Source: an optimization exercise on an open RTL-to-GDS flow (aim: a short achievable clock period and few clock cycles). Production flows keep margins and buffers that such runs may drop.
At most, simulation tests tie the RTL to the original design; equivalence was not proved.
Power and IR drop assume default switching activity.

==> inputs of run A <==
## pci_target_top
module pci_target_top #(
  parameter logic [31:0] BAR_BASE = 32'h1000_0000,
  parameter int          MEM_AW   = 6
) (
  input  logic        pci_ext_clk,
  input  logic        pci_reset_comb,
  input  logic [31:0] ad_in,
  input  logic [3:0]  cbe_l,
  input  logic        frame_l,
  input  logic        irdy_l,
  input  logic        par_in,
  output logic [31:0] ad_out,
  output logic        ad_oe,
  output logic        par_out,
  output logic        par_oe,
  output logic        devsel_l,
  output logic        trdy_l,
  output logic        stop_l,
  output logic        target_oe,
  output logic        perr_l,
  output logic        perr_oe
);
  logic [31:0]       smp_ad_prev;
  logic [3:0]        smp_cbe_l_prev;
  logic              smp_frame_prev;
  logic              smp_irdy_prev;
  logic [8:0]        smp_par_part;
  logic              mem_we;
  logic [MEM_AW-1:0] mem_adr;
  logic [3:0]        mem_sel;
  logic [31:0]       mem_dat_w;
  logic [31:0]       mem_dat_r;
  logic              rd_load;
  logic              rd_clear;
  bus_sampler u_bus_sampler (
    .pci_ext_clk    (pci_ext_clk),
    .pci_reset_comb (pci_reset_comb),
    .ad_in          (ad_in),
    .cbe_l          (cbe_l),
    .frame_l        (frame_l),
    .irdy_l         (irdy_l),
    .ad_prev        (smp_ad_prev),
  ...
clock: 5.5 ns
lec_check: 0
abc_clock_period_in_ps: 2200
cap_margin: 20
core_margin: 2
core_utilization: 45
setup_slack_margin: 3.3
slew_margin: 20
run.sh (not shown) runs the stock make flow with config.mk's settings and CLKGATE_MAP_FILE= SYNTH_SCRIPT=/design/flow/synth_recipe.tcl, a recipe that flattens the netlist after the stock synthesis.
==> inputs of run E, as changes to run A <==
==> flow/design.v (replaced) <==
`timescale 1ns/1ns
module bus_sampler (
  input  logic        pci_ext_clk,
  input  logic        pci_reset_comb,
  input  logic [31:0] ad_in,
  input  logic [3:0]  cbe_l,
  input  logic        frame_l,
  input  logic        irdy_l,
  output logic [31:0] ad_prev,
  output logic        frame_prev,
  output logic        irdy_prev,
  output logic [8:0]  par_part
);
  always_ff @(posedge pci_ext_clk or posedge pci_reset_comb)
  begin
    if (pci_reset_comb)
    begin
      frame_prev <= 1'b1;
      irdy_prev  <= 1'b1;
    end
    else
    begin
      frame_prev <= frame_l;
      irdy_prev  <= irdy_l;
    end
  end
  always_ff @(posedge pci_ext_clk)
  begin
    ad_prev    <= ad_in;
    for (int i = 0; i < 8; i++)
      par_part[i] <= ^ad_in[4*i +: 4];
    par_part[8] <= ^cbe_l;
  end
endmodule
`timescale 1ns/1ns
module target_control #(
  parameter logic [31:0] BAR_BASE = 32'h1000_0000,
  parameter int          MEM_AW   = 6
) (
  input  logic                  pci_ext_clk,
  input  logic                  pci_reset_comb,
  input  logic [31:0]           ad_in,
  input  logic [3:0]            cbe_l,
  input  logic                  frame_l,
  input  logic                  irdy_l,
  input  logic                  par_in,
  input  logic                  smp_frame_prev,
  input  logic                  smp_irdy_prev,
  input  logic [8:0]            smp_par_part,
  output logic [(1<<MEM_AW)-1:0] mem_sel,
  output logic [3:0]            mem_be,
  output logic                  rd_load,
  output logic                  rd_clear,
  output logic                  devsel_l,
  output logic                  trdy_l,
  output logic                  stop_l,
  output logic                  target_oe,
  output logic                  perr_l,
  output logic                  perr_oe
);
  localparam logic [3:0] MEM_READ  = 4'b0110;
  localparam logic [3:0] MEM_WRITE = 4'b0111;
  logic devsel_q;
  logic trdy_q;
  logic stop_q;
  logic perr_q;
  logic wr_q;
  logic xfer_q;
  logic tail_q;
  logic err_q;
  logic start;
  logic hit;
  logic claim;
  logic xfer;
  logic rd_first;
  assign start = ~frame_l & smp_frame_prev & smp_irdy_prev & ~target_oe;
  assign hit = (ad_in[31:MEM_AW+2] == BAR_BASE[31:MEM_AW+2]) &&
               (cbe_l[3:1] == MEM_READ[3:1]);
  assign claim = start & hit;
  assign xfer = ~irdy_l & trdy_q & ~xfer_q;
  assign rd_first = devsel_q & ~trdy_q & ~wr_q;
  assign rd_load  = rd_first;
  assign rd_clear = xfer_q;
  always_ff @(posedge pci_ext_clk or posedge pci_reset_comb)
  begin
    if (pci_reset_comb)
    begin
      devsel_q  <= 1'b0;
      trdy_q    <= 1'b0;
      stop_q    <= 1'b0;
      target_oe <= 1'b0;
      wr_q      <= 1'b0;
      xfer_q    <= 1'b0;
      tail_q    <= 1'b0;
      mem_be    <= '0;
    end
    else
    begin
      xfer_q <= xfer;
      tail_q <= xfer_q;
      mem_be <= {4{xfer & wr_q}} & ~cbe_l;
      if (claim)
      begin
        devsel_q  <= 1'b1;
        target_oe <= 1'b1;
        wr_q      <= cbe_l[0];
        trdy_q    <= cbe_l[0];
        stop_q    <= cbe_l[0];
      end
      else if (xfer_q)
      begin
        devsel_q <= 1'b0;
        trdy_q   <= 1'b0;
        stop_q   <= 1'b0;
      end
      else if (rd_first)
      begin
        trdy_q <= 1'b1;
        stop_q <= 1'b1;
      end
      if (tail_q)
        target_oe <= 1'b0;
    end
  end
  always_ff @(posedge pci_ext_clk)
  begin
    if (~devsel_q)
      for (int i = 0; i < (1 << MEM_AW); i++)
        mem_sel[i] <= ad_in[MEM_AW+1:2] == i;
  end
  assign devsel_l = ~devsel_q;
  assign trdy_l   = ~trdy_q;
  assign stop_l   = ~stop_q;
  always_ff @(posedge pci_ext_clk or posedge pci_reset_comb)
  begin
    if (pci_reset_comb)
    begin
      err_q  <= 1'b0;
      perr_q <= 1'b0;
    end
    else
    begin
      err_q  <= xfer_q & wr_q & (par_in ^ (^smp_par_part));
      perr_q <= err_q;
    end
  end
  assign perr_oe = perr_q;
  assign perr_l  = ~perr_q;
endmodule
`timescale 1ns/1ns
module ad_parity_driver (
  input  logic        pci_ext_clk,
  input  logic        pci_reset_comb,
  input  logic [31:0] rd_data,
  input  logic        rd_load,
  input  logic        rd_clear,
  input  logic [3:0]  cbe_l,
  output logic [31:0] ad_out,
  output logic        ad_oe,
  output logic        par_out,
  output logic        par_oe
);
  always_ff @(posedge pci_ext_clk or posedge pci_reset_comb)
  begin
    if (pci_reset_comb)
    begin
      ad_out <= '0;
      ad_oe  <= 1'b0;
      par_oe <= 1'b0;
    end
    else
    begin
      if (rd_clear)
      begin
        ad_out <= '0;
        ad_oe  <= 1'b0;
      end
      else if (rd_load)
      begin
        ad_out <= rd_data;
        ad_oe  <= 1'b1;
      end
      par_oe <= ad_oe;
    end
  end
  always_ff @(posedge pci_ext_clk)
  begin
    par_out <= (^ad_out) ^ (^cbe_l);
  end
endmodule
`timescale 1ns/1ns
module local_memory #(
  parameter int DEPTH = 64
) (
  input  logic             pci_ext_clk,
  input  logic [DEPTH-1:0] sel,
  input  logic [3:0]       wr_be,
  input  logic [31:0]      wr_dat,
  output logic [31:0]      rd_dat
);
  logic [31:0] words [0:DEPTH-1];
  for (genvar i = 0; i < DEPTH; i++)
  begin : g_word
    logic [31:0] word;
    for (genvar b = 0; b < 4; b++)
    begin : g_byte
      always_ff @(posedge pci_ext_clk)
      begin
        if (sel[i] & wr_be[b])
          word[8*b +: 8] <= wr_dat[8*b +: 8];
      end
    end
    assign words[i] = sel[i] ? word : '0;
  end
  always_comb
  begin
    rd_dat = '0;
    for (int i = 0; i < DEPTH; i++)
      rd_dat = rd_dat | words[i];
  end
endmodule
`timescale 1ns/1ns
module pci_target_top #(
  parameter logic [31:0] BAR_BASE = 32'h1000_0000,
  parameter int          MEM_AW   = 6
) (
  input  logic        pci_ext_clk,
  input  logic        pci_reset_comb,
  input  logic [31:0] ad_in,
  input  logic [3:0]  cbe_l,
  input  logic        frame_l,
  input  logic        irdy_l,
  input  logic        par_in,
  output logic [31:0] ad_out,
  output logic        ad_oe,
  output logic        par_out,
  output logic        par_oe,
  output logic        devsel_l,
  output logic        trdy_l,
  output logic        stop_l,
  output logic        target_oe,
  output logic        perr_l,
  output logic        perr_oe
);
  logic [31:0]       smp_ad_prev;
  logic              smp_frame_prev;
  logic              smp_irdy_prev;
  logic [8:0]        smp_par_part;
  logic [(1<<MEM_AW)-1:0] mem_sel;
  logic [3:0]        mem_be;
  logic [31:0]       mem_dat_r;
  logic              rd_load;
  logic              rd_clear;
  bus_sampler u_bus_sampler (
    .pci_ext_clk    (pci_ext_clk),
    .pci_reset_comb (pci_reset_comb),
    .ad_in          (ad_in),
    .cbe_l          (cbe_l),
    .frame_l        (frame_l),
    .irdy_l         (irdy_l),
    .ad_prev        (smp_ad_prev),
    .frame_prev     (smp_frame_prev),
    .irdy_prev      (smp_irdy_prev),
    .par_part       (smp_par_part)
  );
  target_control #(
    .BAR_BASE (BAR_BASE),
    .MEM_AW   (MEM_AW)
  ) u_target_control (
    .pci_ext_clk    (pci_ext_clk),
    .pci_reset_comb (pci_reset_comb),
    .ad_in          (ad_in),
    .cbe_l          (cbe_l),
    .frame_l        (frame_l),
    .irdy_l         (irdy_l),
    .par_in         (par_in),
    .smp_frame_prev (smp_frame_prev),
    .smp_irdy_prev  (smp_irdy_prev),
    .smp_par_part   (smp_par_part),
    .mem_sel        (mem_sel),
    .mem_be         (mem_be),
    .rd_load        (rd_load),
    .rd_clear       (rd_clear),
    .devsel_l       (devsel_l),
    .trdy_l         (trdy_l),
    .stop_l         (stop_l),
    .target_oe      (target_oe),
    .perr_l         (perr_l),
    .perr_oe        (perr_oe)
  );
  local_memory #(.DEPTH(1 << MEM_AW)) u_local_memory (
    .pci_ext_clk    (pci_ext_clk),
    .sel            (mem_sel),
    .wr_be          (mem_be),
    .wr_dat         (smp_ad_prev),
    .rd_dat         (mem_dat_r)
  );
  ad_parity_driver u_ad_parity_driver (
    .pci_ext_clk    (pci_ext_clk),
    .pci_reset_comb (pci_reset_comb),
    .rd_data        (mem_dat_r),
    .rd_load        (rd_load),
    .rd_clear       (rd_clear),
    .cbe_l          (cbe_l),
    .ad_out         (ad_out),
    .ad_oe          (ad_oe),
    .par_out        (par_out),
    .par_oe         (par_oe)
  );
endmodule
==> results.txt <==
Run A finished with timing, DRC and antenna clean. Run E completed with no timing, DRC or antenna violations.
Against run A, the first-iteration DRC count of run E is higher by 74%.
In total power, run E and run A hardly differ.
Between run A and run E, the lower sequential power is in run A (gap about 2%, measured against run E).
Of run A and run E, run E has the higher sequential share of layout area (gap 4.5 points).
Testbench counts of run A, summed over its fixed seeds: cycles 14,890.
Testbench counts of run E, summed over its fixed seeds: cycles 14,890.

* * *

==> run P <==
Another version of the RTL of pci_target_top (not shown whole).
==> module target_control, before the edit <==
module target_control #(
  parameter logic [31:0] BAR_BASE = 32'h1000_0000,
  parameter int          MEM_AW   = 6
) (
  input  logic                  pci_ext_clk,
  input  logic                  pci_reset_comb,
  input  logic [31:0]           ad_in,
  input  logic [3:0]            cbe_l,
  input  logic                  frame_l,
  input  logic                  irdy_l,
  input  logic                  par_in,
  input  logic                  smp_frame_prev,
  input  logic                  smp_irdy_prev,
  input  logic [8:0]            smp_par_part,
  output logic [(1<<MEM_AW)-1:0] mem_sel,
  output logic [3:0]            mem_be,
  output logic                  rd_load,
  output logic                  rd_clear,
  output logic                  devsel_l,
  output logic                  trdy_l,
  output logic                  stop_l,
  output logic                  target_oe,
  output logic                  perr_l,
  output logic                  perr_oe
);
  localparam logic [3:0] MEM_READ  = 4'b0110;
  localparam logic [3:0] MEM_WRITE = 4'b0111;
  logic devsel_q;
  logic trdy_q;
  logic stop_q;
  logic perr_q;
  logic wr_q;
  logic xfer_q;
  logic tail_q;
  logic err_q;
  logic start;
  logic hit;
  logic claim;
  logic xfer;
  logic rd_first;
  assign start = ~frame_l & smp_frame_prev & smp_irdy_prev & ~target_oe;
  assign hit = (ad_in[31:MEM_AW+2] == BAR_BASE[31:MEM_AW+2]) &&
               (cbe_l[3:1] == MEM_READ[3:1]);
  assign claim = start & hit;
  assign xfer = ~irdy_l & trdy_q & ~xfer_q;
  assign rd_first = devsel_q & ~trdy_q & ~wr_q;
  assign rd_load  = rd_first;
  assign rd_clear = xfer_q;
  always_ff @(posedge pci_ext_clk or posedge pci_reset_comb)
  begin
    if (pci_reset_comb)
    begin
      devsel_q  <= 1'b0;
      trdy_q    <= 1'b0;
      stop_q    <= 1'b0;
      target_oe <= 1'b0;
      wr_q      <= 1'b0;
      xfer_q    <= 1'b0;
      tail_q    <= 1'b0;
      mem_be    <= '0;
    end
    else
    begin
      xfer_q <= xfer;
      tail_q <= xfer_q;
      mem_be <= {4{xfer & wr_q}} & ~cbe_l;
      if (claim)
      begin
        devsel_q  <= 1'b1;
        target_oe <= 1'b1;
        wr_q      <= cbe_l[0];
        trdy_q    <= cbe_l[0];
        stop_q    <= cbe_l[0];
      end
      else if (xfer_q)
      begin
        devsel_q <= 1'b0;
        trdy_q   <= 1'b0;
        stop_q   <= 1'b0;
      end
      else if (rd_first)
      begin
        trdy_q <= 1'b1;
        stop_q <= 1'b1;
      end
      if (tail_q)
        target_oe <= 1'b0;
    end
  end
  always_ff @(posedge pci_ext_clk)
  begin
    if (~devsel_q)
      for (int i = 0; i < (1 << MEM_AW); i++)
        mem_sel[i] <= ad_in[MEM_AW+1:2] == i;
  end
  assign devsel_l = ~devsel_q;
  assign trdy_l   = ~trdy_q;
  assign stop_l   = ~stop_q;
  always_ff @(posedge pci_ext_clk or posedge pci_reset_comb)
  begin
    if (pci_reset_comb)
    begin
      err_q  <= 1'b0;
      perr_q <= 1'b0;
    end
    else
    begin
      err_q  <= xfer_q & wr_q & (par_in ^ (^smp_par_part));
      perr_q <= err_q;
    end
  end
  assign perr_oe = perr_q;
  assign perr_l  = ~perr_q;
endmodule
==> module ad_parity_driver, before the edit <==
module ad_parity_driver (
  input  logic        pci_ext_clk,
  input  logic        pci_reset_comb,
  input  logic [31:0] rd_data,
  input  logic        rd_load,
  input  logic        rd_clear,
  input  logic [3:0]  cbe_l,
  output logic [31:0] ad_out,
  output logic        ad_oe,
  output logic        par_out,
  output logic        par_oe
);
  logic        ad_par;
  always_ff @(posedge pci_ext_clk)
  begin
    if (rd_load)
      ad_par <= ^rd_data;
  end
  always_ff @(posedge pci_ext_clk or posedge pci_reset_comb)
  begin
    if (pci_reset_comb)
    begin
      ad_out <= '0;
      ad_oe  <= 1'b0;
      par_oe <= 1'b0;
    end
    else
    begin
      if (rd_clear)
      begin
        ad_out <= '0;
        ad_oe  <= 1'b0;
      end
      else if (rd_load)
      begin
        ad_out <= rd_data;
        ad_oe  <= 1'b1;
      end
      par_oe <= ad_oe;
    end
  end
  always_ff @(posedge pci_ext_clk)
  begin
    par_out <= ad_par ^ (^cbe_l);
  end
endmodule
==> flow/config.mk <==
export PLATFORM = sky130hd
export DESIGN_NAME = pci_target_top
export DESIGN_NICKNAME = pci_target_top
export VERILOG_FILES = /design/flow/design.v
export SDC_FILE = /design/flow/constraint.sdc
export NUM_CORES = 4
export LEC_CHECK = 0
export ABC_CLOCK_PERIOD_IN_PS = 1500
export CAP_MARGIN = 20
export CORE_MARGIN = 2
export CORE_UTILIZATION = 50
export CTS_CLUSTER_DIAMETER = 60
export CTS_CLUSTER_SIZE = 25
export SETUP_SLACK_MARGIN = 3.3
export SLEW_MARGIN = 20
==> flow/constraint.sdc <==
create_clock -name core_clock -period 5.5 [get_ports {pci_ext_clk}]
set_input_delay 1.1000 -clock core_clock [delete_from_list [all_inputs] [get_ports {pci_ext_clk}]]
set_output_delay 1.1000 -clock core_clock [all_outputs]
set_load 0.01 [all_outputs]
==> run D (differences from run P) <==
--- a/flow/design.v
+++ b/flow/design.v
@@ -130,5 +130,31 @@
   end
-  assign devsel_l = ~devsel_q;
-  assign trdy_l   = ~trdy_q;
-  assign stop_l   = ~stop_q;
+  always_ff @(posedge pci_ext_clk or posedge pci_reset_comb)
+  begin
+    if (pci_reset_comb)
+    begin
+      devsel_l <= 1'b1;
+      trdy_l   <= 1'b1;
+      stop_l   <= 1'b1;
+    end
+    else
+    begin
+      if (claim)
+      begin
+        devsel_l <= 1'b0;
+        trdy_l   <= ~cbe_l[0];
+        stop_l   <= ~cbe_l[0];
+      end
+      else if (xfer_q)
+      begin
+        devsel_l <= 1'b1;
+        trdy_l   <= 1'b1;
+        stop_l   <= 1'b1;
+      end
+      else if (rd_first)
+      begin
+        trdy_l <= 1'b0;
+        stop_l <= 1'b0;
+      end
+    end
+  end
   always_ff @(posedge pci_ext_clk or posedge pci_reset_comb)
@@ -162,8 +188,2 @@
 );
-  logic        ad_par;
-  always_ff @(posedge pci_ext_clk)
-  begin
-    if (rd_load)
-      ad_par <= ^rd_data;
-  end
   always_ff @(posedge pci_ext_clk or posedge pci_reset_comb)
@@ -193,3 +213,3 @@
   begin
-    par_out <= ad_par ^ (^cbe_l);
+    par_out <= (^ad_out) ^ (^cbe_l);
   end
Settings changed: CORE_UTILIZATION 50 to 45, CTS_CLUSTER_DIAMETER 60 to 100, CTS_CLUSTER_SIZE 25 to 30.
==> run C (differences from run P) <==
--- a/flow/design.v
+++ b/flow/design.v
@@ -162,8 +162,2 @@
 );
-  logic        ad_par;
-  always_ff @(posedge pci_ext_clk)
-  begin
-    if (rd_load)
-      ad_par <= ^rd_data;
-  end
   always_ff @(posedge pci_ext_clk or posedge pci_reset_comb)
@@ -193,3 +187,3 @@
   begin
-    par_out <= ad_par ^ (^cbe_l);
+    par_out <= (^ad_out) ^ (^cbe_l);
   end
Settings changed: CORE_UTILIZATION 50 to 45, CTS_CLUSTER_DIAMETER 60 to 100, CTS_CLUSTER_SIZE 25 to 20.
==> impl_metrics.yaml <==
run_status:
  status: "no timing/DRC/antenna violations"
place:
  place_ws_ps: 1070
  postPlaceCellArea_sq_mm: 0.0881
die:
  n_tap_cell: 2204
synth:
  synth_cell_type_count: 34
  ys_seq_area_share_pct: 81.4
  synth_enable_flop_cells: 2113
  synthAdderAreaFrac_pct: 0.359
critical_path:
  cp.buffers_inverters: 1
  rrSetupSlack_ps: 2890
  required_ps: 6080
power_and_ir_drop:
  p_clk_uw: 11900
  p_int_uw: 26200
drt:
  vias: 49900
finish:
  fin_nets: 4989
sta:
  period_share_pct: 47.5
  worst-slew-pin-transition_ps: 1050
  hold_ws_ps: 356
clocking:
  post_cts_resized: 295
global_routing:
  antenna_found_initial: 28
The numbers above come from run P.

==> impl_metrics.yaml <==
global_routing:
  antenna_found_initial: 51
power_and_ir_drop:
  p_clk_uw: 8360
  p_int_uw: 23400
synth:
  synth_cell_type_count: 56
critical_path:
  required_ps: 4400
finish:
  fin_nets: 4917
sta:
  hold_ws_ps: 361
  worst-slew-pin-transition_ps: 1050
die:
  n_tap_cell: 2495
run_status:
  status: "no timing/DRC/antenna violations"
place:
  place_ws_ps: 1100
drt:
  vias: 50900
clocking:
  post_cts_resized: 309
The numbers above come from run D.

==> impl_metrics.yaml <==
sta:
  period_share_pct: 45.8
  setup_ws_ps: 2980
  hold_ws_ps: 360
critical_path:
  rrSetupSlack_ps: 3280
  required_ps: 4400
clocking:
  post_cts_resized: 343
place:
  postPlaceCellArea_sq_mm: 0.0888
  place_ws_ps: 1210
run_status:
  status: "no timing/DRC/antenna violations"
synth:
  synthMostInstantiatedCell: "edfxtp_1"
  synth_enable_flop_cells: 2112
  ys_ff_latch: 2330
  ys_seq_area_share_pct: 80.4
  synth_cell_type_count: 51
power_and_ir_drop:
  power_uw: 33800
  p_clk_uw: 10500
global_routing:
  antenna_found_initial: 34
finish:
  fin_nets: 5068
die:
  n_tap_cell: 2495
drt:
  vias: 52300
The numbers above come from run C.

Testbench counts of run D, summed over its fixed seeds: cycles 14,890.
Testbench counts of run C, summed over its fixed seeds: cycles 14,890.
No functional check of the RTL was part of run P.

[re-timing with driven ports]
No port has a modelled driver above. Below, the same layouts with a new extraction and two added sets of constraints. Step 1 sets driving cells, clkbuf_16 on the clock port and buf_2 on the other inputs (assumed; they add their load-dependent delay and slew). Step 2 also shifts input and output timing later by t, the mid clock arrival at the registers, as if the neighbouring blocks saw the same clock. Three values: ideal ports, drivers, drivers and shift; two values: the first two.
run	t, ns	setup slack, ns	latest minus earliest clock arrival (ns)	worst slew at a driven data input, ns
run A	0.931	2.795 / 2.712 / 2.050	0.051 / 0.051	0.04
run E	0.945	2.757 / 2.677 / 2.463	0.042 / 0.042	0.07
run P	0.907	2.888 / 2.888 / 2.288	0.041 / 0.041	0.08
run D	0.857	2.958 / 2.868 / 2.331	0.042 / 0.042	0.07
run C	0.891	2.984 / 2.899 / 2.198	0.041 / 0.040	0.10
After both steps setup and hold are still met in every run listed. For run C, which loses most, drivers alone change the setup slack by -0.085 ns; drivers and shift together by -0.786 ns.
